Source: an optimization exercise on an open RTL-to-GDS flow (aim: small area, a short achievable clock period and few clock cycles). Production flows keep margins and buffers that such runs may drop.
Where RTL was checked, it was by simulation tests only, not by an equivalence proof against the original.
The RTL of runs 1 to 3 was laid out without a check of its function.

$ cat design.v
package rse_pkg;
	localparam int STACK_DEPTH = 64;
	localparam int WORD_W      = 32;
	localparam int SYM_W       = 8;
	localparam int CNT_W       = $clog2(STACK_DEPTH + 1);
	localparam logic [SYM_W-1:0] CH_PLUS  = 8'h2B;
	localparam logic [SYM_W-1:0] CH_MINUS = 8'h2D;
	localparam logic [SYM_W-1:0] CH_STAR  = 8'h2A;
	localparam logic [SYM_W-1:0] CH_SLASH = 8'h2F;
	localparam logic [SYM_W-1:0] CH_ZERO  = 8'h30;
	localparam logic [SYM_W-1:0] CH_NINE  = 8'h39;
endpackage
module rpn_stack_evaluator (
	input  logic                           clk,
	input  logic                           arst_n,
	input  logic                           s_tvalid,
	output logic                           s_tready,
	input  logic [rse_pkg::SYM_W-1:0]      s_tdata,    
	input  logic                           s_tlast,
	output logic                           m_tvalid,
	input  logic                           m_tready,
	output logic [rse_pkg::WORD_W-1:0]     m_tdata,    
	output logic                           m_tuser     
);
	localparam int W   = rse_pkg::WORD_W;
	localparam int D   = rse_pkg::STACK_DEPTH;
	localparam int CW  = rse_pkg::CNT_W;
	localparam int K   = 7;           
	localparam int R   = D - K;       
	localparam int PHW = 6;
	localparam logic [1:0] S_CH  = 2'd0;
	localparam logic [1:0] S_MUL = 2'd1;
	localparam logic [1:0] S_DIV = 2'd2;
	localparam logic [1:0] S_DNORM = 2'd3;
	localparam logic [1:0] C_HOLD = 2'd0;
	localparam logic [1:0] C_WR0  = 2'd1;    
	localparam logic [1:0] C_PUSH = 2'd2;    
	localparam logic [1:0] C_POP  = 2'd3;    
	localparam logic [2:0] V_ACC  = 3'd0;
	localparam logic [2:0] V_ALU  = 3'd1;
	localparam logic [2:0] V_MUL  = 3'd2;
	localparam logic [2:0] V_DIV  = 3'd3;
	localparam logic [2:0] V_KEEP = 3'd4;
	function automatic logic [5:0] blen(input logic [W-1:0] x);
		blen = '0;
		for (int i = 0; i < W; i++) begin
			if (x[i]) begin
				blen = 6'(i + 1);
			end
		end
	endfunction
	function automatic logic [2:0] bdec(input logic [2:0] d);
		case (d)
			3'b001, 3'b010: bdec = 3'b001;
			3'b011:         bdec = 3'b010;
			3'b100:         bdec = 3'b110;
			3'b101, 3'b110: bdec = 3'b101;
			default:        bdec = 3'b000;
		endcase
	endfunction
	function automatic logic [W-1:0] bsel(input logic [2:0] c, input logic [W-1:0] m);
		logic [W-1:0] a;
		a = ({W{c[0]}} & m) | ({W{c[1]}} & {m[W-2:0], 1'b0});
		bsel = c[2] ? ~a : a;
	endfunction
	logic          rdy;
	logic          bv;
	logic          blast;
	logic          bdig;
	logic          bplus;
	logic          bminus;
	logic          bstar;
	logic          bslash;
	logic [3:0]    bdv;
	logic          in_take;
	logic          in_dig;
	logic          in_plus;
	logic          in_minus;
	logic          in_star;
	logic          in_slash;
	logic          ld_p;
	logic          pv;
	logic          plast;
	logic          pdig;
	logic          pplus;
	logic          pminus;
	logic          pstar;
	logic          pslash;
	logic [3:0]    pdv;
	logic [CW-1:0] cnt;
	logic          c1;       
	logic          c2;       
	logic          ck;       
	logic          ckm;      
	logic          cfull;    
	logic          fok;      
	logic          sok;      
	logic [CW-1:0] phf_n;
	logic          in_num;
	logic          neg;
	logic          drop;
	logic          pend;
	logic          err;
	logic [1:0]    st;
	logic [W*K-1:0] tc;
	logic [W*R-1:0] ring;
	logic [PHW-1:0] ph;
	logic [CW-1:0]  phf;     
	logic [W:0]    wm;
	logic [W-1:0]  wn;
	logic [W-1:0]  wz;
	logic [2:0]    bd0;
	logic [2:0]    bd1;
	logic          mlast;
	logic          qs;
	logic          dz;
	logic [5:0]    itc;
	logic [W-1:0]  t0;
	logic [W-1:0]  t1;
	logic [W-1:0]  tk;
	logic [W-1:0]  rout;
	logic [W-1:0]  t0m;
	logic [W-1:0]  t1m;
	logic [CW-1:0] cnt_pop;
	logic          fill_ok;
	logic          spill_ok;
	logic          spill;
	logic          go;
	logic          consume;
	logic [1:0]    cop;
	logic [2:0]    vsel;
	logic          alu_sub;
	logic [CW-1:0] cnt_n;
	logic          in_num_n;
	logic          neg_n;
	logic          drop_n;
	logic          pend_n;
	logic          err_n;
	logic [1:0]    st_n;
	logic          mul_setup;
	logic          div_setup;
	logic          mul_step;
	logic          div_step;
	logic          div_norm;
	logic [W-1:0]  alu_res;
	logic [W-1:0]  acc_x;
	logic [W-1:0]  acc_d;
	logic [W-1:0]  acc_res;
	logic [W-1:0]  t0_new;
	logic [W-1:0]  pp0;
	logic [W-1:0]  pp1;
	logic [W-1:0]  mul_sum;
	logic          mswap;
	logic [W-1:0]  mn;
	logic [W-1:0]  abs_a;
	logic [W-1:0]  abs_b;
	logic [5:0]    la;
	logic [5:0]    lb;
	logic [5:0]    dk;
	logic          bz;
	logic [W+1:0]  trial;
	logic          ge;
	logic [W-1:0]  qv;
	logic [W-2:0]  negz;
	logic [W-1:0]  div_res;
	assign t0      = tc[W-1:0];
	assign t1      = tc[2*W-1:W];
	assign tk      = tc[W*K-1:W*(K-1)];
	assign rout    = ring[W*R-1:W*(R-1)];
	assign t0m     = c1 ? t0 : '0;
	assign t1m     = c2 ? t1 : '0;
	assign cnt_pop = c2 ? (cnt - CW'(1)) : CW'(1);
	assign fill_ok  = ck || fok;
	assign spill_ok = ckm || sok;
	assign phf_n    = (ph == PHW'(R - 1)) ? CW'(K + 1) : (phf + CW'(1));
	assign alu_sub = pend || pminus;
	assign alu_res = t1m + (alu_sub ? ~t0m : t0m) + W'(alu_sub);
	assign acc_x   = in_num ? t0 : '0;
	assign acc_d   = (in_num ? neg : pend) ? (W'(0) - W'(pdv)) : W'(pdv);
	assign acc_res = (acc_x << 3) + (acc_x << 1) + acc_d;
	assign pp0     = bsel(bd0, wm[W-1:0]);
	assign pp1     = bsel(bd1, {wm[W-3:0], 2'b00});
	assign mul_sum = wz + pp0 + pp1 + W'(bd0[2]) + W'(bd1[2]);
	assign mswap   = ((t1m ^ {W{t1m[W-1]}}) < (t0m ^ {W{t0m[W-1]}}));
	assign mn      = mswap ? t1m : t0m;
	assign abs_a   = t1m[W-1] ? (W'(0) - t1m) : t1m;
	assign abs_b   = t0m[W-1] ? (W'(0) - t0m) : t0m;
	assign la      = blen(t1m ^ {W{t1m[W-1]}}) + 6'(t1m[W-1]);
	assign lb      = blen(t0m ^ {W{t0m[W-1]}});
	assign bz      = (t0m == '0);
	assign dk      = (bz || (la < lb)) ? 6'd0 : (la - lb);
	assign trial   = {2'b00, wn} - {1'b0, wm};
	assign ge      = !trial[W+1];
	assign qv      = {wz[W-2:0], ge};
	assign negz    = W'(0) - wz[W-2:0];
	always_comb begin
		if (dz) begin
			div_res = '0;
		end else if (!qs) begin
			div_res = qv;
		end else if (ge) begin
			div_res = {~wz[W-2:0], 1'b1};
		end else begin
			div_res = {negz, 1'b0};
		end
	end
	always_comb begin
		case (vsel)
			V_ACC:   t0_new = acc_res;
			V_ALU:   t0_new = alu_res;
			V_MUL:   t0_new = mul_sum;
			V_DIV:   t0_new = div_res;
			default: t0_new = t0;
		endcase
	end
	always_comb begin
		go        = pv && !(plast && m_tvalid);
		consume   = 1'b0;
		cop       = C_HOLD;
		vsel      = V_KEEP;
		cnt_n     = cnt;
		in_num_n  = in_num;
		neg_n     = neg;
		drop_n    = drop;
		pend_n    = pend;
		err_n     = err;
		st_n      = st;
		spill     = 1'b0;
		mul_setup = 1'b0;
		div_setup = 1'b0;
		mul_step  = 1'b0;
		div_step  = 1'b0;
		div_norm  = 1'b0;
		if (go) begin
			case (st)
				S_CH: begin
					if (pend && !pdig) begin
						if (fill_ok) begin
							cop     = C_POP;
							vsel    = V_ALU;
							cnt_n   = cnt_pop;
							pend_n  = 1'b0;
							if (!(pplus || pstar || pslash || (pminus && plast))) begin
								consume = 1'b1;
								pend_n  = pminus;
							end
						end
					end else if (pdig) begin
						if (in_num) begin
							if (!drop) begin
								cop  = C_WR0;
								vsel = V_ACC;
							end
							consume = 1'b1;
						end else if (cfull) begin
							in_num_n = 1'b1;
							drop_n   = 1'b1;
							neg_n    = pend;
							pend_n   = 1'b0;
							consume  = 1'b1;
						end else if (spill_ok) begin
							cop      = C_PUSH;
							vsel     = V_ACC;
							spill    = !ckm;
							cnt_n    = cnt + CW'(1);
							in_num_n = 1'b1;
							neg_n    = pend;
							pend_n   = 1'b0;
							consume  = 1'b1;
						end
					end else if (pminus && !plast) begin
						in_num_n = 1'b0;
						drop_n   = 1'b0;
						neg_n    = 1'b0;
						pend_n   = 1'b1;
						consume  = 1'b1;
					end else if (pplus || pminus || pstar || pslash) begin
						if (fill_ok) begin
							in_num_n = 1'b0;
							drop_n   = 1'b0;
							neg_n    = 1'b0;
							cnt_n    = cnt_pop;
							cop      = C_POP;
							if (pplus || pminus) begin
								vsel    = V_ALU;
								consume = 1'b1;
							end else if (pstar) begin
								mul_setup = 1'b1;
								st_n      = S_MUL;
							end else begin
								div_setup = 1'b1;
								st_n      = S_DNORM;
							end
						end
					end else begin
						in_num_n = 1'b0;
						drop_n   = 1'b0;
						neg_n    = 1'b0;
						consume  = 1'b1;
					end
				end
				S_MUL: begin
					mul_step = 1'b1;
					if (mlast) begin
						cop     = C_WR0;
						vsel    = V_MUL;
						consume = 1'b1;
						st_n    = S_CH;
					end
				end
				S_DNORM: begin
					div_norm = 1'b1;
					st_n     = S_DIV;
				end
				default: begin
					div_step = 1'b1;
					if (itc == '0) begin
						cop     = C_WR0;
						vsel    = V_DIV;
						err_n   = err || dz;
						consume = 1'b1;
						st_n    = S_CH;
					end
				end
			endcase
		end
	end
	assign s_tready = rdy;
	assign in_take  = s_tvalid && rdy;
	assign in_dig   = (s_tdata >= rse_pkg::CH_ZERO) && (s_tdata <= rse_pkg::CH_NINE);
	assign in_plus  = (s_tdata == rse_pkg::CH_PLUS);
	assign in_minus = (s_tdata == rse_pkg::CH_MINUS);
	assign in_star  = (s_tdata == rse_pkg::CH_STAR);
	assign in_slash = (s_tdata == rse_pkg::CH_SLASH);
	assign ld_p     = !pv || consume;
	always_ff @(posedge clk) begin
		ring <= {ring[W*(R-1)-1:0], (spill ? tk : rout)};
		case (cop)
			C_WR0: tc[W-1:0] <= t0_new;
			C_PUSH: tc <= {tc[W*(K-1)-1:0], t0_new};
			C_POP: tc <= {rout, tc[W*K-1:2*W], t0_new};
			default: ;
		endcase
	end
	always_ff @(posedge clk) begin
		if (mul_setup) begin
			wm    <= {1'b0, mswap ? t0m : t1m};
			wn    <= mn;
			wz    <= '0;
			bd0   <= bdec({mn[1:0], 1'b0});
			bd1   <= bdec(mn[3:1]);
			mlast <= (&mn[W-1:3]) || !(|mn[W-1:3]);
		end else if (mul_step) begin
			wm    <= {wm[W-4:0], 4'b0000};
			wn    <= {{4{wn[W-1]}}, wn[W-1:4]};
			wz    <= mul_sum;
			bd0   <= bdec(wn[5:3]);
			bd1   <= bdec(wn[7:5]);
			mlast <= (&wn[W-1:7]) || !(|wn[W-1:7]);
		end else if (div_setup) begin
			wn  <= abs_a;
			wm  <= {1'b0, abs_b};
			wz  <= '0;
			itc <= dk;
			qs  <= t1m[W-1] ^ t0m[W-1];
			dz  <= bz;
		end else if (div_norm) begin
			wm <= wm << itc;
		end else if (div_step) begin
			if (ge) begin
				wn <= trial[W-1:0];
			end
			wm  <= {1'b0, wm[W:1]};
			wz  <= qv;
			itc <= itc - 6'd1;
		end
	end
	always_ff @(posedge clk or negedge arst_n) begin
		if (!arst_n) begin
			rdy      <= 1'b0;
			bv       <= 1'b0;
			blast    <= 1'b0;
			bdig     <= 1'b0;
			bplus    <= 1'b0;
			bminus   <= 1'b0;
			bstar    <= 1'b0;
			bslash   <= 1'b0;
			bdv      <= '0;
			pv       <= 1'b0;
			plast    <= 1'b0;
			pdig     <= 1'b0;
			pplus    <= 1'b0;
			pminus   <= 1'b0;
			pstar    <= 1'b0;
			pslash   <= 1'b0;
			pdv      <= '0;
			cnt      <= '0;
			c1       <= 1'b0;
			c2       <= 1'b0;
			ck       <= 1'b1;
			ckm      <= 1'b1;
			cfull    <= 1'b0;
			fok      <= 1'b0;
			sok      <= 1'b0;
			in_num   <= 1'b0;
			neg      <= 1'b0;
			drop     <= 1'b0;
			pend     <= 1'b0;
			err      <= 1'b0;
			st       <= S_CH;
			ph       <= '0;
			phf      <= CW'(K + 1);
			m_tvalid <= 1'b0;
			m_tdata  <= '0;
			m_tuser  <= 1'b0;
		end else begin
			ph  <= (ph == PHW'(R - 1)) ? '0 : (ph + PHW'(1));
			phf <= phf_n;
			if (ld_p) begin
				if (bv) begin
					pv     <= 1'b1;
					plast  <= blast;
					pdig   <= bdig;
					pplus  <= bplus;
					pminus <= bminus;
					pstar  <= bstar;
					pslash <= bslash;
					pdv    <= bdv;
				end else begin
					pv     <= in_take;
					plast  <= s_tlast;
					pdig   <= in_dig;
					pplus  <= in_plus;
					pminus <= in_minus;
					pstar  <= in_star;
					pslash <= in_slash;
					pdv    <= s_tdata[3:0];
				end
			end
			if (in_take && (bv || !ld_p)) begin
				blast  <= s_tlast;
				bdig   <= in_dig;
				bplus  <= in_plus;
				bminus <= in_minus;
				bstar  <= in_star;
				bslash <= in_slash;
				bdv    <= s_tdata[3:0];
			end
			bv  <= ld_p ? (bv && in_take) : (bv || in_take);
			rdy <= !((ld_p ? (bv || in_take) : 1'b1) && (ld_p ? (bv && in_take) : (bv || in_take)));
			st <= st_n;
			if (consume && plast) begin
				m_tvalid <= 1'b1;
				m_tdata  <= (err_n || (!c1 && (cop == C_HOLD))) ? '0 : t0_new;
				m_tuser  <= err_n;
				cnt      <= '0;
				c1       <= 1'b0;
				c2       <= 1'b0;
				ck       <= 1'b1;
				ckm      <= 1'b1;
				cfull    <= 1'b0;
				fok      <= (phf_n == '0);
				sok      <= (phf_n == CW'(1));
				in_num   <= 1'b0;
				neg      <= 1'b0;
				drop     <= 1'b0;
				pend     <= 1'b0;
				err      <= 1'b0;
			end else begin
				if (m_tready) begin
					m_tvalid <= 1'b0;
				end
				cnt    <= cnt_n;
				c1     <= (cnt_n != '0);
				c2     <= (cnt_n > CW'(1));
				ck     <= (cnt_n <= CW'(K));
				ckm    <= (cnt_n < CW'(K));
				cfull  <= (cnt_n == CW'(D));
				fok    <= (cnt_n == phf_n);
				sok    <= (cnt_n == (phf_n - CW'(1)));
				in_num <= in_num_n;
				neg    <= neg_n;
				drop   <= drop_n;
				pend   <= pend_n;
				err    <= err_n;
			end
		end
	end
endmodule
$ cat run.sh
#!/bin/bash
# synth_recipe.tcl (not shown) runs the flow's synth.tcl, then flattens the netlist and writes it again
# the make line also repeats each setting of config.mk as NAME=value (left out here)
make -C /OpenROAD-flow-scripts/flow DESIGN_CONFIG=/design/flow/config.mk WORK_HOME=/design/flow/orfs CLKGATE_MAP_FILE= SYNTH_SCRIPT=/design/flow/synth_recipe.tcl finish
$ cat config.mk
export PLATFORM = sky130hd
export DESIGN_NAME = rpn_stack_evaluator
export DESIGN_NICKNAME = rpn_stack_evaluator
export VERILOG_FILES = /design/flow/design.v
export SDC_FILE = /design/flow/constraint.sdc
export NUM_CORES = 4
export LEC_CHECK = 0
export CAP_MARGIN = 20
export CORE_MARGIN = 2
export CORE_UTILIZATION = 40
export CTS_CLUSTER_DIAMETER = 100
export CTS_CLUSTER_SIZE = 30
export SETUP_SLACK_MARGIN = 5
export SLEW_MARGIN = 20
$ cat constraint.sdc
create_clock -name core_clock -period 10.0 [get_ports {clk}]
set_input_delay 2.0000 -clock core_clock [delete_from_list [all_inputs] [get_ports {clk}]]
set_output_delay 2.0000 -clock core_clock [all_outputs]
set_load 0.01 [all_outputs]
==> qor.csv, run 1 <==
metric,value,unit
status,no timing/DRC/antenna violations,
via/cell ratio,5.38,
CTS tree,yes,
CTS buffer count,93,
critical path data arrival time,5630,ps
grt total ovfl,0,
port bufs,47,
Layout area overhead,8.79,%
die height,437,um
pins over their slew limit,0,
TNS Setup,0,ps
Mapped Nets,6438,
total number of vias,46600,
sequential fraction of the synthesis area,0.646,
FF-to-FF path depth,13,
Peak Freq,0.203,GHz
final setup violating endpoints,0,
Crit. End Element,flip-flop,
"Distinct cells, synth",86,
hold path depth,0,
synthesized flop and latch total,2251,
Final Hold Viols,0,
residual DRC count,0,
Avg Inst Size Synth,12.2,sq um
type of the most critical hold path,flip-flop to flip-flop,
Synth area leader,dfxtp_1,
"Min Clock Period, post-route",4920,ps
most common cell in the synthesized netlist,dfxtp_1,
period utilisation layout,0.492,
Final GP Congestion,1.03,
Crit Path Max Fanout,10,
Crit Path Category,flip-flop to flip-flop,
Nets,6377,
Post-synth ARST share,0.0404,
first-pass GRT wire length,295000,um
hpwl dp,139000,um
routed wire length,199000,um
drt wl/cell,23.0,um
top post-synthesis cells by area,"dfxtp_1 49%, edfxtp_1 12%, mux2_2 3.6%",
number of global-route vias before repair,44700,
RSZ-0062 raised after global routing,true,
commonest cells in the netlist,"1857 x dfxtp_1, 398 x nand2_1, 363 x nor2_1",
worst hold margin,303,ps
Post-Synthesis Cells,6184,
Clock Path Buffers,3,
Critical Path Start Type,flip-flop,
Clock Latency Late Sink,830,ps
I/O pin cnt,48,
number of synthesized flops with an enable pin,303,
WP data required,10710,ps
share of post-route cells with drive strength above 1,0.0965,
Clock Root Buffer,clkbuf_16,
Slew HR,0.235,
largest net degree at the start of global routing,157,
Cell Rows,159,
top-area cell type share of the netlist area,0.495,
DRT Pass-1 Iters,7,
MaxCap Viol Count,0,
Total GRT Usage,0.204,
"Cell Area, Synth",0.0751,sq mm
initial drt markers,5048,
Most used DFF post-synth,dfxtp_1,
Synth Warn #,1,
clock sinks,2251,
Final ANT Viol Nets,0,
"Clk pin slew, worst setup/hold paths",120,ps
Initial Utilization,0.401,
Setup Skew,65.9,ps
H-tree levels,3,
Std-Cell Core Area,0.187,sq mm
antenna violations before repair,9,
Die Width,437,um
slew of the pin with the lowest slew margin,1150,ps
die area,0.191,sq mm
[logic make-up (layout without fill, tap and decap cells)]
family | count (synthesis) | after routing | synth area share
xor gates and xnor gates | 349 | 349 | 0.0407
muxes | 362 | 362 | 0.0559
AOI/OAI and AO/OA | 1213 | 1213 | 0.107
DFF | 2251 | 2251 | 0.646
and+or+nand+nor | 1275 | 1275 | 0.0794
buffers and inverters | 493 | 474 | 0.0248
other | 0 | 2 | 0
adders and majority gates | 241 | 241 | 0.0463
[sequential cells by signal, indices dropped and copies added, names as in the netlist, 2 cells and up]
signal / cells
wm: 33
ring: 1824
wn: 32
tc: 224
ph: 6
itc: 6
bd0: 3
cnt: 7
st: 2
phf: 7
bdv: 4
bd1: 3
pdv: 4
m_tdata: 32
wz: 32
[worst max-delay path, stage by stage (launching register included)]
cell and delay (ps):
edfxtp_1 930, inv_1 130, ha_1 410, a21oi_1 230, o21bai_1 190, a31oi_1 320
a211oi_2 110, buf_4 220, nand2b_1 400, o21ai_0 830, o21ai_0 310, a221oi_1 350
a21oi_1 140, a22o_1 210
[what timing repair did]
item | CTS | global route
hold buffers | 0 | 0
gates resized for setup | 15 | 38
endpoints found under the hold margin | 0 | 0
setup buffers | 10 | 5
pin swaps | 1 | 4
endpoints found under the setup margin | 63 | 67
[placed cells by master (no fill, tap or decap), drive strengths merged, types with 59 or more instances in the layout]
| master | Yosys | layout |
|---|---|---|
| dfrtp | 88 | 88 |
| nand3 | 91 | 91 |
| xnor2 | 224 | 224 |
| nor2 | 363 | 363 |
| inv | 158 | 166 |
| o21ai | 274 | 274 |
| a22oi | 77 | 77 |
| a21oi | 268 | 268 |
| ha | 179 | 179 |
| dfxtp | 1857 | 1857 |
| mux2 | 242 | 242 |
| nor3 | 91 | 91 |
| xor2 | 125 | 125 |
| a31oi | 61 | 61 |
| nand2 | 398 | 398 |
| edfxtp | 303 | 303 |
| clkbuf | 297 | 113 |
| and2 | 59 | 59 |
| fa | 62 | 62 |
| mux2i | 98 | 98 |
| buf | 36 | 129 |
[per-stage QoR]
step / cells / util / setup WS (ps) / cell area, sq um
floorplan: 6184 / - / 5090 / 75200
global placement: 8508 / 0.419 / 4430 / 78500
detailed placement: 8508 / 0.419 / 4260 / 78500
CTS: 8655 / 0.436 / 4910 / 81600
global route: 8660 / 0.437 / 4920 / 81700
finish: 8662 / 0.437 / 5080 / 81700
[worst paths after layout]
check                                          end               from  slack [ps]
setup / recovery           m_tdata[19]$_DFFE_PN0P_   wm[26]$_DFFE_PP_        5080
hold / removal                   ring[145]$_DFF_P_  ring[113]$_DFF_P_         300
setup reg to reg           m_tdata[19]$_DFFE_PN0P_   wm[26]$_DFFE_PP_        5080
hold reg to reg                  ring[145]$_DFF_P_  ring[113]$_DFF_P_         300
max in group asynchronous             c1$_DFF_PN0_             arst_n        7540
min in group asynchronous   m_tdata[7]$_DFFE_PN0P_             arst_n        1100
[area by class of cell]
cell class / count / area (sq um)
clock inverter: 26 / 528
timing repair buffer: 177 / 1560
tap: 2495 / 3120
antenna: 2 / 5.00
clock buffer: 111 / 2390
sequential: 2251 / 48600
multi-input combinational: 3440 / 25000
fill: 17200 / 105000
inverter: 160 / 601
[layer usage]
metal | up-vias | global-route usage | part of all wire | wire length, um
li1 | 21500 | - | - | -
met5 | - | 0 | 0.00021 | 42
met3 | 567 | 0.0448 | 0.080 | 16000
met4 | 6 | 0.110 | 0.061 | 12100
met1 | 22600 | 0.286 | 0.45 | 89800
met2 | 1913 | 0.292 | 0.41 | 81300
==> inputs of run 2 (changes only) <==
--- a/design.v
+++ b/design.v
@@ -114,4 +114,6 @@
 	logic          mlast;
 	logic          qs;
+	logic [5:0]    la;
+	logic [5:0]    lb;
 	logic          dz;
 	logic [5:0]    itc;
@@ -138,9 +140,4 @@
 	logic          err_n;
 	logic [1:0]    st_n;
-	logic          mul_setup;
-	logic          div_setup;
-	logic          mul_step;
-	logic          div_step;
-	logic          div_norm;
 	logic [W-1:0]  alu_res;
 	logic [W-1:0]  acc_x;
@@ -155,6 +152,6 @@
 	logic [W-1:0]  abs_a;
 	logic [W-1:0]  abs_b;
-	logic [5:0]    la;
-	logic [5:0]    lb;
+	logic [5:0]    l1;
+	logic [5:0]    l0;
 	logic [5:0]    dk;
 	logic          bz;
@@ -182,12 +179,12 @@
 	assign pp1     = bsel(bd1, {wm[W-3:0], 2'b00});
 	assign mul_sum = wz + pp0 + pp1 + W'(bd0[2]) + W'(bd1[2]);
-	assign mswap   = ((t1m ^ {W{t1m[W-1]}}) < (t0m ^ {W{t0m[W-1]}}));
+	assign l1      = blen(t1m ^ {W{t1m[W-1]}});
+	assign l0      = blen(t0m ^ {W{t0m[W-1]}});
+	assign mswap   = (l1 < l0);
 	assign mn      = mswap ? t1m : t0m;
 	assign abs_a   = t1m[W-1] ? (W'(0) - t1m) : t1m;
 	assign abs_b   = t0m[W-1] ? (W'(0) - t0m) : t0m;
-	assign la      = blen(t1m ^ {W{t1m[W-1]}}) + 6'(t1m[W-1]);
-	assign lb      = blen(t0m ^ {W{t0m[W-1]}});
 	assign bz      = (t0m == '0);
-	assign dk      = (bz || (la < lb)) ? 6'd0 : (la - lb);
+	assign dk      = (dz || (la < lb)) ? 6'd0 : (la - lb);
 	assign trial   = {2'b00, wn} - {1'b0, wm};
 	assign ge      = !trial[W+1];
@@ -227,9 +224,4 @@
 		st_n      = st;
 		spill     = 1'b0;
-		mul_setup = 1'b0;
-		div_setup = 1'b0;
-		mul_step  = 1'b0;
-		div_step  = 1'b0;
-		div_norm  = 1'b0;
 		if (go) begin
 			case (st)
@@ -286,8 +278,6 @@
 								consume = 1'b1;
 							end else if (pstar) begin
-								mul_setup = 1'b1;
 								st_n      = S_MUL;
 							end else begin
-								div_setup = 1'b1;
 								st_n      = S_DNORM;
 							end
@@ -301,5 +291,4 @@
 				end
 				S_MUL: begin
-					mul_step = 1'b1;
 					if (mlast) begin
 						cop     = C_WR0;
@@ -310,9 +299,7 @@
 				end
 				S_DNORM: begin
-					div_norm = 1'b1;
 					st_n     = S_DIV;
 				end
 				default: begin
-					div_step = 1'b1;
 					if (itc == '0) begin
 						cop     = C_WR0;
@@ -344,34 +331,43 @@
 	end
 	always_ff @(posedge clk) begin
-		if (mul_setup) begin
-			wm    <= {1'b0, mswap ? t0m : t1m};
-			wn    <= mn;
-			wz    <= '0;
-			bd0   <= bdec({mn[1:0], 1'b0});
-			bd1   <= bdec(mn[3:1]);
-			mlast <= (&mn[W-1:3]) || !(|mn[W-1:3]);
-		end else if (mul_step) begin
-			wm    <= {wm[W-4:0], 4'b0000};
-			wn    <= {{4{wn[W-1]}}, wn[W-1:4]};
-			wz    <= mul_sum;
-			bd0   <= bdec(wn[5:3]);
-			bd1   <= bdec(wn[7:5]);
-			mlast <= (&wn[W-1:7]) || !(|wn[W-1:7]);
-		end else if (div_setup) begin
-			wn  <= abs_a;
-			wm  <= {1'b0, abs_b};
-			wz  <= '0;
-			itc <= dk;
-			qs  <= t1m[W-1] ^ t0m[W-1];
-			dz  <= bz;
-		end else if (div_norm) begin
-			wm <= wm << itc;
-		end else if (div_step) begin
-			if (ge) begin
-				wn <= trial[W-1:0];
+		if (st == S_CH) begin
+			wz <= '0;
+			if (pstar) begin
+				wm    <= {1'b0, mswap ? t0m : t1m};
+				wn    <= mn;
+				bd0   <= bdec({mn[1:0], 1'b0});
+				bd1   <= bdec(mn[3:1]);
+				mlast <= ((mswap ? l1 : l0) <= 6'd3);
+			end else begin
+				wn    <= abs_a;
+				wm    <= {1'b0, abs_b};
+				la    <= l1 + 6'(t1m[W-1]);
+				lb    <= l0;
+				qs    <= t1m[W-1] ^ t0m[W-1];
+				dz    <= bz;
 			end
-			wm  <= {1'b0, wm[W:1]};
-			wz  <= qv;
-			itc <= itc - 6'd1;
+		end else if (go) begin
+			case (st)
+				S_MUL: begin
+					wm    <= {wm[W-4:0], 4'b0000};
+					wn    <= {{4{wn[W-1]}}, wn[W-1:4]};
+					wz    <= mul_sum;
+					bd0   <= bdec(wn[5:3]);
+					bd1   <= bdec(wn[7:5]);
+					mlast <= (&wn[W-1:7]) || !(|wn[W-1:7]);
+				end
+				S_DNORM: begin
+					wm  <= wm << dk;
+					itc <= dk;
+				end
+				default: begin
+					if (ge) begin
+						wn <= trial[W-1:0];
+					end
+					wm  <= {1'b0, wm[W:1]};
+					wz  <= qv;
+					itc <= itc - 6'd1;
+				end
+			endcase
 		end
 	end
--- a/config.mk
+++ b/config.mk
@@ -10,5 +10,5 @@
 export CORE_UTILIZATION = 40
 export CTS_CLUSTER_DIAMETER = 100
-export CTS_CLUSTER_SIZE = 30
+export CTS_CLUSTER_SIZE = 25
 export SETUP_SLACK_MARGIN = 5
 export SLEW_MARGIN = 20
==> run 2 against run 1 <==
Compared with the run above: sequential share of layout area increased by 0.72 points; first-iteration DRC count down 4.7%; routed wire length up 4.8%; global-route usage increased by 1.1 points; non-clock buffer count is 1 lower; critical path depth is 5 lower; fmax down 2.0%; area after synthesis fell by 0.87%.
==> qor.csv, run 2 <==
metric,value,unit,change
initial drt markers,4809,,was 5048
FF-to-FF path depth,8,,was 13
"Distinct cells, synth",92,,was 86
DRT Pass-1 Iters,7,,unchanged
drt wl/cell,24.2,um,was 23.0 um
placed cell areas,0.0777,sq mm,was 0.0785 sq mm
Crit. End Element,flip-flop,,unchanged
Synth area leader,dfxtp_1,,unchanged
clock sinks,2262,,was 2251
RSZ-0062 raised after global routing,true,,unchanged
Post-synth ARST share,0.0402,,was 0.0404
type of the most critical hold path,flip-flop to flip-flop,,unchanged
Final GP Congestion,0.986,,was 1.03
Std-Cell Core Area,0.185,sq mm,was 0.187 sq mm
Avg Inst Size Synth,12.1,sq um,was 12.2 sq um
WP data required,10550,ps,was 10710 ps
H-tree levels,3,,unchanged
Crit Path Max Fanout,14,,was 10
TNS Setup,0,ps,unchanged
routed wire length,209000,um,was 199000 um
Critical Path Start Type,flip-flop,,unchanged
CTS tree,yes,,unchanged
"Min Clock Period, post-route",5020,ps,was 4920 ps
Nets,6324,,was 6377
Total GRT Usage,0.215,,was 0.204
Clock Latency Late Sink,850,ps,was 830 ps
CP max stage cell,edfxtp_1,,unchanged
Post-Synthesis Cells,6138,,was 6184
critical path depth,8,,was 13
most common cell in the synthesized netlist,dfxtp_1,,unchanged
max FFs per register,1824,,unchanged
commonest cells in the netlist,"1856 x dfxtp_1, 422 x nand2_1, 315 x edfxtp_1",,"was 1857 x dfxtp_1, 398 x nand2_1, 363 x nor2_1"
Mapped Nets,6370,,was 6438
die area,0.190,sq mm,was 0.191 sq mm
worst r2r src,tc[21]$_DFFE_PP_,,was wm[26]$_DFFE_PP_
share of post-route cells with drive strength above 1,0.0936,,was 0.0965
Slew HR,0.255,,was 0.235
CP startpoint,tc[21]$_DFFE_PP_,,was wm[26]$_DFFE_PP_
CTS buffer count,108,,was 93
"most common cell after layout, fill and taps aside",dfxtp_1,,unchanged
total number of vias,46400,,was 46600
Synth Warn #,1,,unchanged
Clock Path Buffers,3,,unchanged
Final Hold Viols,0,,unchanged
Layout area overhead,9.21,%,was 8.79%
Max stage delay on crit path,1020,ps,was 930 ps
WP buf/inv,0,,was 2
Die Width,436,um,was 437 um
design area,0.0813,sq mm,was 0.0817 sq mm
antenna violations before repair,11,,was 9
placed cell count,8442,,was 8508
Crit Path Category,flip-flop to flip-flop,,unchanged
Initial Utilization,0.402,,was 0.401
CP Cell Sequence,o21ai_0 > or4_1 > a222oi_1 > o31ai_1 > a31oi_1 > nor2_1 > o311ai_0 > o221ai_1,,was inv_1 > ha_1 > a21oi_1 > o21bai_1 > a31oi_1 > a211oi_2 > buf_4 > nand2b_1 > o21ai_0 > o21ai_0 > a221oi_1 > a21oi_1 > a22o_1
top-area cell type share of the netlist area,0.499,,was 0.495
r2r setup slk,4980,ps,was 5080 ps
CTS Hold Bufs,0,,unchanged
I/O pin cnt,48,,unchanged
number of global-route vias before repair,44200,,was 44700
grt total ovfl,0,,unchanged
final setup violating endpoints,0,,unchanged
fin cells,8626,,was 8662
Cell Rows,158,,was 159
critical path data arrival time,5570,ps,was 5630 ps
cell family with most CP delay,compound AO/OA/AOI/OAI gates,,unchanged
sequential fraction of the synthesis area,0.656,,was 0.646
most frequent cells in the layout,"1856 x dfxtp_1, 415 x nand2_1, 315 x edfxtp_1, 305 x nor2_1, 302 x o21ai_0",,"was 1857 x dfxtp_1, 397 x nand2_1, 359 x nor2_1, 303 x edfxtp_1, 266 x o21ai_0"
status,no timing/DRC/antenna violations,,unchanged
hpwl dp,147000,um,was 139000 um
Biggest register,ring,,unchanged
number of synthesized flops with an enable pin,315,,was 303
Final ANT Viol Nets,0,,unchanged
first-pass GRT wire length,306000,um,was 295000 um
pins over their slew limit,0,,unchanged
synthesized flop and latch total,2262,,was 2251
top post-synthesis cells by area,"dfxtp_1 50%, edfxtp_1 13%, mux2_2 3.3%",,"was dfxtp_1 49%, edfxtp_1 12%, mux2_2 3.6%"
largest net degree at the start of global routing,126,,was 157
"Clk pin slew, worst setup/hold paths",120,ps,about the same
Multi-input gate area,0.0239,sq mm,was 0.0250 sq mm
timing endpoint of the critical path,wm[6]$_DFFE_PN_,,was m_tdata[19]$_DFFE_PN0P_
die height,436,um,was 437 um
Filler Cell Count,17200,,about the same
period utilisation layout,0.502,,was 0.492
Most used DFF post-synth,dfxtp_1,,unchanged
residual DRC count,0,,unchanged
slew of the pin with the lowest slew margin,1120,ps,was 1150 ps
via/cell ratio,5.38,,about the same
biggest regs,"ring x1824, tc x224, wm x33",,unchanged
register area,0.0489,sq mm,was 0.0486 sq mm
Clock Root Buffer,clkbuf_16,,unchanged
Setup Skew,95.2,ps,was 65.9 ps
"Cell Area, Synth",0.0745,sq mm,was 0.0751 sq mm
reg-to-reg endpoint,wm[6]$_DFFE_PN_,,was m_tdata[19]$_DFFE_PN0P_
port bufs,47,,unchanged
MaxCap Viol Count,0,,unchanged
Peak Freq,0.199,GHz,was 0.203 GHz
-- run 2: changes by cell type after synthesis, moves of 15 or more --
cell / change
a211oi_1: +15
ha_1: -22
mux2_2: -25
mux2i_1: -43
mux4_2: -22
nand2_1: +24
nand3_1: +15
nand4_1: -23
nor2_1: -49
o21ai_0: +35
o22ai_1: -18
xor2_1: -47
-- run 2: per-layer routing --
metal / routed length (um) / global-route usage
met1: 97700 / 0.316
met2: 86500 / 0.310
met3: 15300 / 0.0389
met4: 9300 / 0.0888
met5: 42 / 0
-- run 2: worst min-delay path by stage --
stage | end | from | depth (start not counted)
after global placement | ring[1406]$_DFF_P_ | ring[1374]$_DFF_P_ | 0
after detailed placement | ring[1192]$_DFF_P_ | ring[1160]$_DFF_P_ | 0
after floorplan | ring[1000]$_DFF_P_ | ring[968]$_DFF_P_ | 0
after CTS | ring[533]$_DFF_P_ | ring[501]$_DFF_P_ | 0
after global routing | ring[533]$_DFF_P_ | ring[501]$_DFF_P_ | 0
final | ring[533]$_DFF_P_ | ring[501]$_DFF_P_ | 0
-- run 2: timing repair --
action	in CTS	in global routing
buffers inserted	4	16
pin swaps	0	2
gates resized for setup	19	35
gates cloned	0	0
endpoints found under the setup margin	91	83
-- run 2: final cells by class --
class                      instances  area share
clock inverter                    21     0.00451
sequential                      2262       0.601
clock buffer                     141      0.0354
timing repair buffer             176      0.0188
antenna                            2   0.0000615
inverter                         168     0.00775
multi-input combinational       3376       0.294
tap                             2480      0.0381
-- run 2: per-stage QoR --
| step | worst slack, ps | util | hold WS, ps |
|---|---|---|---|
| 4_1_cts | 4990 | 0.438 | 283 |
| 6_report | 4980 | 0.439 | 290 |
| 3_5_place_dp | 4230 | 0.420 | 312 |
| 5_1_grt | 4950 | 0.439 | 287 |
| 3_3_place_gp | 4280 | 0.420 | 310 |
| 2_1_floorplan | 5070 | - | 310 |
-- run 2: cells by family after synthesis --
kind of cell,synth area share
AOI/OAI and AO/OA,0.120
xor gates and xnor gates,0.0342
adders and majority gates,0.0430
buffers and inverters,0.0254
DFF,0.656
muxes,0.0402
and+or+nand+nor,0.0804
==> inputs of run 3 (changes only) <==
--- a/config.mk
+++ b/config.mk
@@ -9,6 +9,6 @@
 export CORE_MARGIN = 2
 export CORE_UTILIZATION = 40
-export CTS_CLUSTER_DIAMETER = 100
-export CTS_CLUSTER_SIZE = 25
+export CTS_CLUSTER_DIAMETER = 50
+export CTS_CLUSTER_SIZE = 30
 export SETUP_SLACK_MARGIN = 5
 export SLEW_MARGIN = 20
==> run 3 against run 2 <==
Compared with the run above: sequential cell count stayed put; design area is 3.8% higher; area after synthesis stayed put; synthesized cell count stayed put; routed wire length is 0.43% higher; global-route usage is 0.16 points higher; die area stayed put; register-to-register slack worse by 40 ps; clock skew is 37 ps lower; critical path depth stayed put; sequential share of layout area is 2.2 points lower.
==> qor.csv, run 3 <==
metric,value,unit,change
MaxCap Viol Count,0,,unchanged
Setup Skew,58.0,ps,was 95.2 ps
drt wl/cell,23.9,um,was 24.2 um
top post-synthesis cells by area,"dfxtp_1 50%, edfxtp_1 13%, mux2_2 3.3%",,unchanged
Final ANT Viol Nets,0,,unchanged
largest net degree at the start of global routing,126,,unchanged
CP Cell Sequence,o21ai_0 > or4_1 > a222oi_1 > o31ai_1 > a31oi_1 > nor2_1 > o311ai_0 > o221ai_1,,unchanged
placed cell areas,0.0777,sq mm,unchanged
residual DRC count,0,,unchanged
share of post-route cells with drive strength above 1,0.118,,was 0.0936
Critical Path Start Type,flip-flop,,unchanged
CTS buffer count,164,,was 108
H-tree levels,4,,was 3
CP startpoint,tc[21]$_DFFE_PP_,,unchanged
Crit Path Category,flip-flop to flip-flop,,unchanged
Crit Path Max Fanout,14,,unchanged
port bufs,47,,unchanged
die height,436,um,unchanged
Clock Path Buffers,3,,unchanged
CTS tree,yes,,unchanged
synthesized flop and latch total,2262,,unchanged
critical path data arrival time,5570,ps,about the same
CP max stage cell,edfxtp_1,,unchanged
DRT Pass-1 Iters,8,,was 7
Post-synth ARST share,0.0402,,unchanged
hold path depth,0,,unchanged
I/O pin cnt,48,,unchanged
Post-Route Utilization,0.456,,was 0.439
Post-Synthesis Cells,6138,,unchanged
design area,0.0845,sq mm,was 0.0813 sq mm
Most used DFF post-synth,dfxtp_1,,unchanged
"Clk pin slew, worst setup/hold paths",90,ps,was 120 ps
"Min Clock Period, post-route",5060,ps,was 5020 ps
Final Hold Viols,0,,unchanged
Filler Cell Count,16900,,was 17200
Clock Latency Late Sink,850,ps,about the same
Slew HR,0.247,,was 0.255
Multi-input gate area,0.0239,sq mm,about the same
Clock Root Buffer,clkbuf_16,,unchanged
total number of vias,47000,,was 46400
Initial Utilization,0.402,,unchanged
"Cell Area, Synth",0.0745,sq mm,unchanged
hold worst-path end,ring[78]$_DFF_P_,,was ring[533]$_DFF_P_
final setup violating endpoints,0,,unchanged
Die Width,436,um,unchanged
"most common cell after layout, fill and taps aside",dfxtp_1,,unchanged
sequential fraction of the synthesis area,0.656,,unchanged
initial drt markers,4758,,was 4809
slew of the pin with the lowest slew margin,1130,ps,was 1120 ps
"Distinct cells, synth",92,,unchanged
Nets,6379,,was 6324
FF-to-FF path depth,8,,unchanged
most common cell in the synthesized netlist,dfxtp_1,,unchanged
Std-Cell Core Area,0.185,sq mm,unchanged
Biggest register,ring,,unchanged
Avg Inst Size Synth,12.1,sq um,unchanged
register area,0.0489,sq mm,unchanged
Worst Min Path Start,ring[46]$_DFF_P_,,was ring[501]$_DFF_P_
hpwl dp,147000,um,unchanged
Synth Warn #,1,,unchanged
RSZ-0062 raised after global routing,true,,unchanged
first-pass GRT wire length,308000,um,was 306000 um
biggest regs,"ring x1824, tc x224, wm x33",,unchanged
commonest cells in the netlist,"1856 x dfxtp_1, 422 x nand2_1, 315 x edfxtp_1",,unchanged
Layout area overhead,13.4,%,was 9.21%
status,no timing/DRC/antenna violations,,unchanged
max FFs per register,1824,,unchanged
grt total ovfl,0,,unchanged
type of the most critical hold path,flip-flop to flip-flop,,unchanged
antenna violations before repair,14,,was 11
Mapped Nets,6370,,unchanged
Total GRT Usage,0.217,,was 0.215
pins over their slew limit,0,,unchanged
number of global-route vias before repair,44900,,was 44200
routed wire length,210000,um,was 209000 um
Crit. End Element,flip-flop,,unchanged
via/cell ratio,5.36,,was 5.38
Final GP Congestion,0.986,,unchanged
clock sinks,2262,,unchanged
number of synthesized flops with an enable pin,315,,unchanged
period utilisation layout,0.506,,was 0.502
worst r2r src,tc[21]$_DFFE_PP_,,unchanged
Max stage delay on crit path,990,ps,was 1020 ps
Synth area leader,dfxtp_1,,unchanged
top-area cell type share of the netlist area,0.499,,unchanged
r2r setup slk,4940,ps,was 4980 ps
TNS Setup,0,ps,unchanged
Peak Freq,0.198,GHz,was 0.199 GHz
reg-to-reg endpoint,wm[6]$_DFFE_PN_,,unchanged
most frequent cells in the layout,"1856 x dfxtp_1, 416 x nand2_1, 315 x edfxtp_1, 305 x nor2_1, 302 x o21ai_0",,"was 1856 x dfxtp_1, 415 x nand2_1, 315 x edfxtp_1, 305 x nor2_1, 302 x o21ai_0"
Cell Rows,158,,unchanged
die area,0.190,sq mm,unchanged
WP data required,10510,ps,was 10550 ps
-- run 3: cell counts after synthesis --
Identical to the previous run, type by type.
-- run 3: worst max path at each step --
stage | cells past startpoint | slack [ps] | endpoint
after floorplan | 15 | 5070 | m_tdata[30]$_DFFE_PN0P_
after global placement | 15 | 4280 | m_tdata[24]$_DFFE_PN0P_
after detailed placement | 15 | 4230 | m_tdata[24]$_DFFE_PN0P_
after CTS | 15 | 5010 | m_tdata[24]$_DFFE_PN0P_
after global routing | 13 | 4970 | wm[11]$_DFFE_PN_
final | 8 | 4940 | wm[6]$_DFFE_PN_
-- run 3: cells by family after synthesis --
kind of cell | share of synthesized area
DFF | 0.656
AOI/OAI and AO/OA | 0.120
adders and majority gates | 0.0430
muxes | 0.0402
xor gates and xnor gates | 0.0342
and+or+nand+nor | 0.0804
buffers and inverters | 0.0254
-- run 3: timing repair --
| item | in CTS | in global routing |
|---|---|---|
| gates resized for setup | 21 | 31 |
| endpoints found under the setup margin | 92 | 64 |
| cloned | 0 | 0 |
| hold endpoints to repair | 0 | 0 |
| pin swaps | 0 | 1 |
| buffers inserted | 4 | 15 |
| hold buffers | 0 | 0 |
-- run 3: stage by stage --
stage	hold WS [ps]	setup slack [ps]	std cells
CTS	289	5010	8755
global route	289	4970	8770
global placement	310	4280	8442
finish	299	4940	8773
floorplan	310	5070	6138
detailed placement	312	4230	8442
-- run 3: final cells by class --
type / instances / share of cell area
Multi-Input combinational cell: 3376 / 0.283
Timing Repair Buffer: 175 / 0.0179
Sequential cell: 2262 / 0.579
Inverter: 168 / 0.00747
Tap cell: 2480 / 0.0367
Antenna cell: 3 / 0.0000889
Clock buffer: 181 / 0.0511
Clock inverter: 128 / 0.0246
-- run 3: metal layers --
metal / track usage / vias to the layer above / share of wire
li1: - / 21700 / -
met1: 0.315 / 23100 / 0.47
met2: 0.312 / 1826 / 0.41
met3: 0.0421 / 426 / 0.075
met4: 0.0936 / 10 / 0.045
met5: 0 / - / 0.00028
-- run 3: worst max-delay path: cells and delay by family, from the launching register on --
family	cells	cell delay (ps)
AO/OA/AOI/OAI	6	3040
AND/OR/NAND/NOR	2	700
flip-flops	1	990
==> inputs of run 4 (changes only) <==
--- a/design.v
+++ b/design.v
@@ -26,5 +26,5 @@
 	localparam int D   = rse_pkg::STACK_DEPTH;
 	localparam int CW  = rse_pkg::CNT_W;
-	localparam int K   = 7;           
+	localparam int K   = 6;           
 	localparam int R   = D - K;       
 	localparam int PHW = 6;
@@ -33,13 +33,4 @@
 	localparam logic [1:0] S_DIV = 2'd2;
 	localparam logic [1:0] S_DNORM = 2'd3;
-	localparam logic [1:0] C_HOLD = 2'd0;
-	localparam logic [1:0] C_WR0  = 2'd1;    
-	localparam logic [1:0] C_PUSH = 2'd2;    
-	localparam logic [1:0] C_POP  = 2'd3;    
-	localparam logic [2:0] V_ACC  = 3'd0;
-	localparam logic [2:0] V_ALU  = 3'd1;
-	localparam logic [2:0] V_MUL  = 3'd2;
-	localparam logic [2:0] V_DIV  = 3'd3;
-	localparam logic [2:0] V_KEEP = 3'd4;
 	function automatic logic [5:0] blen(input logic [W-1:0] x);
 		blen = '0;
@@ -129,7 +120,21 @@
 	logic          spill;
 	logic          go;
+	logic          in_ch;
+	logic          psep;
+	logic          keep_dig;
+	logic          pd_sub;
+	logic          op2;
+	logic          pd_keep;
+	logic          do_push;
+	logic          do_drop;
+	logic          do_acc;
+	logic          do_pop;
+	logic          do_hold;
+	logic          do_sep;
+	logic          do_close;
+	logic          mul_fin;
+	logic          div_fin;
+	logic          t0_we;
 	logic          consume;
-	logic [1:0]    cop;
-	logic [2:0]    vsel;
 	logic          alu_sub;
 	logic [CW-1:0] cnt_n;
@@ -190,5 +195,5 @@
 	assign ge      = !trial[W+1];
 	assign qv      = {wz[W-2:0], ge};
-	assign negz    = W'(0) - wz[W-2:0];
+	assign negz    = (W-1)'(0) - wz[W-2:0];
 	always_comb begin
 		if (dz) begin
@@ -202,114 +207,79 @@
 		end
 	end
+	assign psep     = !(pdig || pplus || pminus || pstar || pslash);
+	assign keep_dig = drop || (!in_num && cfull);
 	always_comb begin
-		case (vsel)
-			V_ACC:   t0_new = acc_res;
-			V_ALU:   t0_new = alu_res;
-			V_MUL:   t0_new = mul_sum;
-			V_DIV:   t0_new = div_res;
-			default: t0_new = t0;
+		case (st)
+			S_MUL:   t0_new = mul_sum;
+			S_DIV:   t0_new = div_res;
+			default: begin
+				if (pdig) begin
+					t0_new = keep_dig ? t0 : acc_res;
+				end else if (psep && !pend) begin
+					t0_new = t0;
+				end else begin
+					t0_new = alu_res;
+				end
+			end
 		endcase
 	end
+	assign go        = pv && !(plast && m_tvalid);
+	assign in_ch     = go && (st == S_CH);
+	assign pd_sub    = pend && !pdig;
+	assign op2       = pplus || (pminus && plast);
+	assign pd_keep   = op2 || pstar || pslash;
+	assign do_push   = in_ch && pdig && !in_num && !cfull && spill_ok;
+	assign do_drop   = in_ch && pdig && !in_num && cfull;
+	assign do_acc    = in_ch && pdig && in_num;
+	assign do_pop    = in_ch && fill_ok && (pd_sub || (!pend && pd_keep));
+	assign do_hold   = in_ch && !pend && pminus && !plast;
+	assign do_sep    = in_ch && !pend && psep;
+	assign do_close  = do_hold || do_sep || (do_pop && !pend);
+	assign mul_fin   = (st == S_MUL) && mlast;
+	assign div_fin   = (st == S_DIV) && (itc == '0);
+	assign spill     = do_push && !ckm;
+	assign t0_we     = do_push || do_pop || (do_acc && !drop) || mul_fin || div_fin;
+	assign consume   = do_push || do_drop || do_acc || do_hold || do_sep || mul_fin || div_fin
+		|| (do_pop && (pend ? !pd_keep : op2));
 	always_comb begin
-		go        = pv && !(plast && m_tvalid);
-		consume   = 1'b0;
-		cop       = C_HOLD;
-		vsel      = V_KEEP;
-		cnt_n     = cnt;
-		in_num_n  = in_num;
-		neg_n     = neg;
-		drop_n    = drop;
-		pend_n    = pend;
-		err_n     = err;
-		st_n      = st;
-		spill     = 1'b0;
-		if (go) begin
-			case (st)
-				S_CH: begin
-					if (pend && !pdig) begin
-						if (fill_ok) begin
-							cop     = C_POP;
-							vsel    = V_ALU;
-							cnt_n   = cnt_pop;
-							pend_n  = 1'b0;
-							if (!(pplus || pstar || pslash || (pminus && plast))) begin
-								consume = 1'b1;
-								pend_n  = pminus;
-							end
-						end
-					end else if (pdig) begin
-						if (in_num) begin
-							if (!drop) begin
-								cop  = C_WR0;
-								vsel = V_ACC;
-							end
-							consume = 1'b1;
-						end else if (cfull) begin
-							in_num_n = 1'b1;
-							drop_n   = 1'b1;
-							neg_n    = pend;
-							pend_n   = 1'b0;
-							consume  = 1'b1;
-						end else if (spill_ok) begin
-							cop      = C_PUSH;
-							vsel     = V_ACC;
-							spill    = !ckm;
-							cnt_n    = cnt + CW'(1);
-							in_num_n = 1'b1;
-							neg_n    = pend;
-							pend_n   = 1'b0;
-							consume  = 1'b1;
-						end
-					end else if (pminus && !plast) begin
-						in_num_n = 1'b0;
-						drop_n   = 1'b0;
-						neg_n    = 1'b0;
-						pend_n   = 1'b1;
-						consume  = 1'b1;
-					end else if (pplus || pminus || pstar || pslash) begin
-						if (fill_ok) begin
-							in_num_n = 1'b0;
-							drop_n   = 1'b0;
-							neg_n    = 1'b0;
-							cnt_n    = cnt_pop;
-							cop      = C_POP;
-							if (pplus || pminus) begin
-								vsel    = V_ALU;
-								consume = 1'b1;
-							end else if (pstar) begin
-								st_n      = S_MUL;
-							end else begin
-								st_n      = S_DNORM;
-							end
-						end
-					end else begin
-						in_num_n = 1'b0;
-						drop_n   = 1'b0;
-						neg_n    = 1'b0;
-						consume  = 1'b1;
-					end
-				end
-				S_MUL: begin
-					if (mlast) begin
-						cop     = C_WR0;
-						vsel    = V_MUL;
-						consume = 1'b1;
-						st_n    = S_CH;
-					end
-				end
-				S_DNORM: begin
-					st_n     = S_DIV;
-				end
-				default: begin
-					if (itc == '0) begin
-						cop     = C_WR0;
-						vsel    = V_DIV;
-						err_n   = err || dz;
-						consume = 1'b1;
-						st_n    = S_CH;
-					end
-				end
-			endcase
+		cnt_n    = cnt;
+		in_num_n = in_num;
+		neg_n    = neg;
+		drop_n   = drop;
+		pend_n   = pend;
+		err_n    = err || (div_fin && dz);
+		st_n     = st;
+		if (do_push) begin
+			cnt_n = cnt + CW'(1);
+		end else if (do_pop) begin
+			cnt_n = cnt_pop;
 		end
+		if (do_push || do_drop) begin
+			in_num_n = 1'b1;
+			neg_n    = pend;
+			drop_n   = do_drop;
+			pend_n   = 1'b0;
+		end else if (do_close) begin
+			in_num_n = 1'b0;
+			neg_n    = 1'b0;
+			drop_n   = 1'b0;
+		end
+		if (do_hold) begin
+			pend_n = 1'b1;
+		end else if (do_pop && pend) begin
+			pend_n = pminus && !plast;
+		end
+		case (st)
+			S_CH: begin
+				if (do_pop && !pend && pstar) begin
+					st_n = S_MUL;
+				end else if (do_pop && !pend && pslash) begin
+					st_n = S_DNORM;
+				end
+			end
+			S_MUL:   st_n = mlast ? S_CH : S_MUL;
+			S_DNORM: st_n = S_DIV;
+			default: st_n = (itc == '0) ? S_CH : S_DIV;
+		endcase
 	end
 	assign s_tready = rdy;
@@ -323,10 +293,12 @@
 	always_ff @(posedge clk) begin
 		ring <= {ring[W*(R-1)-1:0], (spill ? tk : rout)};
-		case (cop)
-			C_WR0: tc[W-1:0] <= t0_new;
-			C_PUSH: tc <= {tc[W*(K-1)-1:0], t0_new};
-			C_POP: tc <= {rout, tc[W*K-1:2*W], t0_new};
-			default: ;
-		endcase
+		if (t0_we) begin
+			tc[W-1:0] <= t0_new;
+		end
+		if (do_push) begin
+			tc[W*K-1:W] <= tc[W*(K-1)-1:0];
+		end else if (do_pop) begin
+			tc[W*K-1:W] <= {rout, tc[W*K-1:2*W]};
+		end
 	end
 	always_ff @(posedge clk) begin
@@ -347,5 +319,5 @@
 				dz    <= bz;
 			end
-		end else if (go) begin
+		end else begin
 			case (st)
 				S_MUL: begin
@@ -448,5 +420,5 @@
 			if (consume && plast) begin
 				m_tvalid <= 1'b1;
-				m_tdata  <= (err_n || (!c1 && (cop == C_HOLD))) ? '0 : t0_new;
+				m_tdata  <= (err_n || (!c1 && !t0_we)) ? '0 : t0_new;
 				m_tuser  <= err_n;
 				cnt      <= '0;
--- a/config.mk
+++ b/config.mk
@@ -9,6 +9,6 @@
 export CORE_MARGIN = 2
 export CORE_UTILIZATION = 40
-export CTS_CLUSTER_DIAMETER = 50
-export CTS_CLUSTER_SIZE = 30
+export CTS_CLUSTER_DIAMETER = 100
+export CTS_CLUSTER_SIZE = 28
 export SETUP_SLACK_MARGIN = 5
 export SLEW_MARGIN = 20
==> run 4 against run 3 <==
Compared with the run above: core utilization fell by 2.0 points; register-to-register slack better by 300 ps; critical path type unchanged; critical endpoint is now wm[24]$_DFF_P_; via count shrank 1.6%; sequential share of layout area rose by 2.7 points; final cell count fell by 0.23%; still clean on timing, DRC and antenna; hold slack lost 8.8 ps; first-iteration DRC count decreased by 8.4%; area after synthesis is 1.4% lower.
==> qor.csv, run 4 <==
metric,value,unit,change
routed wire length,192000,um,was 210000 um
max FFs per register,1856,,was 1824
most common cell in the synthesized netlist,dfxtp_1,,unchanged
Clock Latency Late Sink,790,ps,was 850 ps
Clock Root Buffer,clkbuf_16,,unchanged
RSZ-0062 raised after global routing,false,,was true
CTS buffer count,98,,was 164
Total GRT Usage,0.203,,was 0.217
Post-Synthesis Cells,6408,,was 6138
type of the most critical hold path,flip-flop to flip-flop,,unchanged
"Distinct cells, synth",99,,was 92
via/cell ratio,5.29,,was 5.36
cell family with most CP delay,compound AO/OA/AOI/OAI gates,,unchanged
top-area cell type share of the netlist area,0.524,,was 0.499
Critical Path Start Type,flip-flop,,unchanged
WP data required,10610,ps,was 10510 ps
"Cell Area, Synth",0.0734,sq mm,was 0.0745 sq mm
Crit Path Category,flip-flop to flip-flop,,unchanged
Slew HR,0.240,,was 0.247
fin cells,8753,,was 8773
number of global-route vias before repair,43900,,was 44900
drt wl/cell,22.0,um,was 23.9 um
DRT Pass-1 Iters,9,,was 8
I/O pin cnt,48,,unchanged
Synth area leader,dfxtp_1,,unchanged
WP buf/inv,2,,was 0
placed cell count,8590,,was 8442
"Min Clock Period, post-route",4760,ps,was 5060 ps
Peak Freq,0.210,GHz,was 0.198 GHz
total number of vias,46300,,was 47000
Final GP Congestion,0.950,,was 0.986
status,no timing/DRC/antenna violations,,unchanged
largest net degree at the start of global routing,99,,was 126
Clock Path Buffers,3,,unchanged
antenna violations before repair,5,,was 14
Setup Skew,52.5,ps,was 58.0 ps
commonest cells in the netlist,"1921 x dfxtp_1, 865 x nand2_1, 327 x nor2_1",,"was 1856 x dfxtp_1, 422 x nand2_1, 315 x edfxtp_1"
period utilisation layout,0.476,,was 0.506
Crit Path Max Fanout,16,,was 14
clock sinks,2262,,unchanged
Biggest register,ring,,unchanged
Synth Warn #,1,,unchanged
Post-synth ARST share,0.0402,,unchanged
final setup violating endpoints,0,,unchanged
number of synthesized flops with an enable pin,250,,was 315
MaxCap Viol Count,0,,unchanged
H-tree levels,3,,was 4
"Clk pin slew, worst setup/hold paths",110,ps,was 90 ps
Most used DFF post-synth,dfxtp_1,,unchanged
Initial Utilization,0.402,,about the same
Die Width,432,um,was 436 um
top post-synthesis cells by area,"dfxtp_1 52%, edfxtp_1 10%, nand2_1 4.4%",,"was dfxtp_1 50%, edfxtp_1 13%, mux2_2 3.3%"
pins over their slew limit,0,,unchanged
grt total ovfl,0,,unchanged
die height,432,um,was 436 um
Layout area overhead,8.51,%,was 13.4%
CTS Hold Bufs,0,,unchanged
Filler Cell Count,17100,,was 16900
Nets,6559,,was 6379
Avg Inst Size Synth,11.5,sq um,was 12.1 sq um
biggest regs,"ring x1856, tc x192, wm x33",,"was ring x1824, tc x224, wm x33"
CP Cell Sequence,ha_1 > inv_1 > fa_1 > a211oi_1 > o21ai_1 > nand2_1 > nor4b_1 > a31oi_1 > buf_4 > and3_1 > nand2_1 > o22ai_1 > a2111oi_0 > a31oi_1,,was o21ai_0 > or4_1 > a222oi_1 > o31ai_1 > a31oi_1 > nor2_1 > o311ai_0 > o221ai_1
CTS tree,yes,,unchanged
residual DRC count,0,,unchanged
Std-Cell Core Area,0.183,sq mm,was 0.185 sq mm
TNS Setup,0,ps,unchanged
"most common cell after layout, fill and taps aside",dfxtp_1,,unchanged
CP max stage cell,a2111oi_0,,was edfxtp_1
most frequent cells in the layout,"1910 x dfxtp_1, 863 x nand2_1, 325 x nor2_1, 294 x a21oi_1, 250 x edfxtp_1",,"was 1856 x dfxtp_1, 416 x nand2_1, 315 x edfxtp_1, 305 x nor2_1, 302 x o21ai_0"
port bufs,47,,unchanged
critical path data arrival time,5370,ps,was 5570 ps
Crit. End Element,flip-flop,,unchanged
Final Hold Viols,0,,unchanged
hpwl dp,134000,um,was 147000 um
synthesized flop and latch total,2262,,unchanged
Final ANT Viol Nets,0,,unchanged
sequential fraction of the synthesis area,0.657,,was 0.656
slew of the pin with the lowest slew margin,1110,ps,was 1130 ps
first-pass GRT wire length,288000,um,was 308000 um
Max stage delay on crit path,900,ps,was 990 ps
Mapped Nets,6639,,was 6370
initial drt markers,4356,,was 4758
share of post-route cells with drive strength above 1,0.0507,,was 0.118
die area,0.187,sq mm,was 0.190 sq mm
Cell Rows,157,,was 158
## run 4: changes by cell type in the layout (fill, tap and decap cells not counted), sizes merged, moves of 20 or more
cell	previous run	this run
nand2	422	866
mux2	217	46
clkbuf	181	114
o21ai	310	243
dfxtp	1856	1921
edfxtp	315	250
clkinv	60	16
xnor2	213	170
xor2	78	118
a21oi	264	296
inv	230	210
## run 4: kinds of logic after synthesis
kind of cell               synth area share
DFF                                   0.657
and+or+nand+nor                       0.103
adders and majority gates            0.0435
AOI/OAI and AO/OA                     0.118
xor gates and xnor gates             0.0343
buffers and inverters                0.0277
muxes                                0.0163
## run 4: worst register-to-register path, delay by kind of cell, from the launching register on
family | cells | cell delay, ps
compound gates | 6 | 1790
simple gates | 4 | 1540
flops | 1 | 490
buf+inv | 2 | 270
fa+ha+maj | 2 | 490
## run 4: final timing paths
path	slack (ps)	cells after the start	from	endpoint
worst min register to register	290	0	ring[1443]$_DFF_P_	ring[1475]$_DFF_P_
worst max register to register	5240	14	lb[0]$_DFFE_PP_	wm[24]$_DFF_P_
worst max-delay path	5240	14	lb[0]$_DFFE_PP_	wm[24]$_DFF_P_
max in group asynchronous	7530	2	arst_n	in_num$_DFFE_PN0P_
worst min-delay path	290	0	ring[1443]$_DFF_P_	ring[1475]$_DFF_P_
min in group asynchronous	1160	1	arst_n	m_tdata[21]$_DFFE_PN0P_
## run 4: final cells by class
cell class,instances,area [sq um],share of cell area
Clock buffer,114,2520,0.0317
Tap cell,2385,2980,0.0375
Clock inverter,23,422,0.00529
Inverter,203,762,0.00956
Antenna cell,3,7.51,0.0000942
Multi-Input combinational cell,3607,23300,0.293
Timing Repair Buffer,156,1400,0.0176
Sequential cell,2262,48300,0.606
## run 4: stage by stage
step / hold slack (ps) / area, sq um / utilization / setup slack [ps]
finish: 290 / 79700 / 0.436 / 5240
global route: 293 / 79700 / 0.436 / 4990
CTS: 281 / 79400 / 0.435 / 4990
detailed placement: 312 / 76400 / 0.418 / 4120
global placement: 310 / 76400 / 0.418 / 4370
floorplan: 310 / 73400 / - / 5120
## run 4: per-layer routing
| layer | GRT usage | vias up | share of wire |
|---|---|---|---|
| met5 | 0 | - | 0.00015 |
| met4 | 0.0777 | 4 | 0.041 |
| met3 | 0.0339 | 360 | 0.068 |
| met2 | 0.299 | 1555 | 0.42 |
| met1 | 0.295 | 22500 | 0.47 |
| li1 | - | 21900 | - |
## run 4: repair_timing
| action | in CTS | in global routing |
|---|---|---|
| setup buffers | 4 | 19 |
| resized for setup | 9 | 30 |
| hold endpoints to repair | 0 | 0 |
| endpoints found under the setup margin | 87 | 52 |
| pin swaps | 0 | 0 |
Testbench counts of run 4, summed over its fixed seeds: cycles 45,572.

-- separate check: timing with driven ports --
The flow's constraints put no driver on any port. The routed layouts listed below were extracted and timed again, unchanged, in two steps. Step 1, drivers: a clkbuf_16 drives clk and a buf_2 each remaining input, both assumed. Step 2 adds t to the input delays and takes it off the output delays; t is the mean of the earliest and latest rising clock arrival at the registers after step 1. Input paths then give back, and output paths get back, about the clock's delay inside the block. Three values: ideal ports, drivers, drivers and shift; two values: the first two.
| run | t, ns | slack for setup (ns) | worst setup path at the end | slew at the worst register clock pin (ns) |
|---|---|---|---|---|
| run 1 | 0.877 | 5.075 / 5.075 / 5.075 | register to register | 0.12 / 0.12 |
| run 2 | 0.884 | 4.976 / 4.976 / 4.976 | register to register | 0.12 / 0.12 |
| run 3 | 0.916 | 4.940 / 4.940 / 4.940 | register to register | 0.10 / 0.10 |
| run 4 | 0.835 | 5.239 / 5.239 / 5.239 | register to register | 0.11 / 0.11 |
After both steps setup and hold are still met in every run listed.
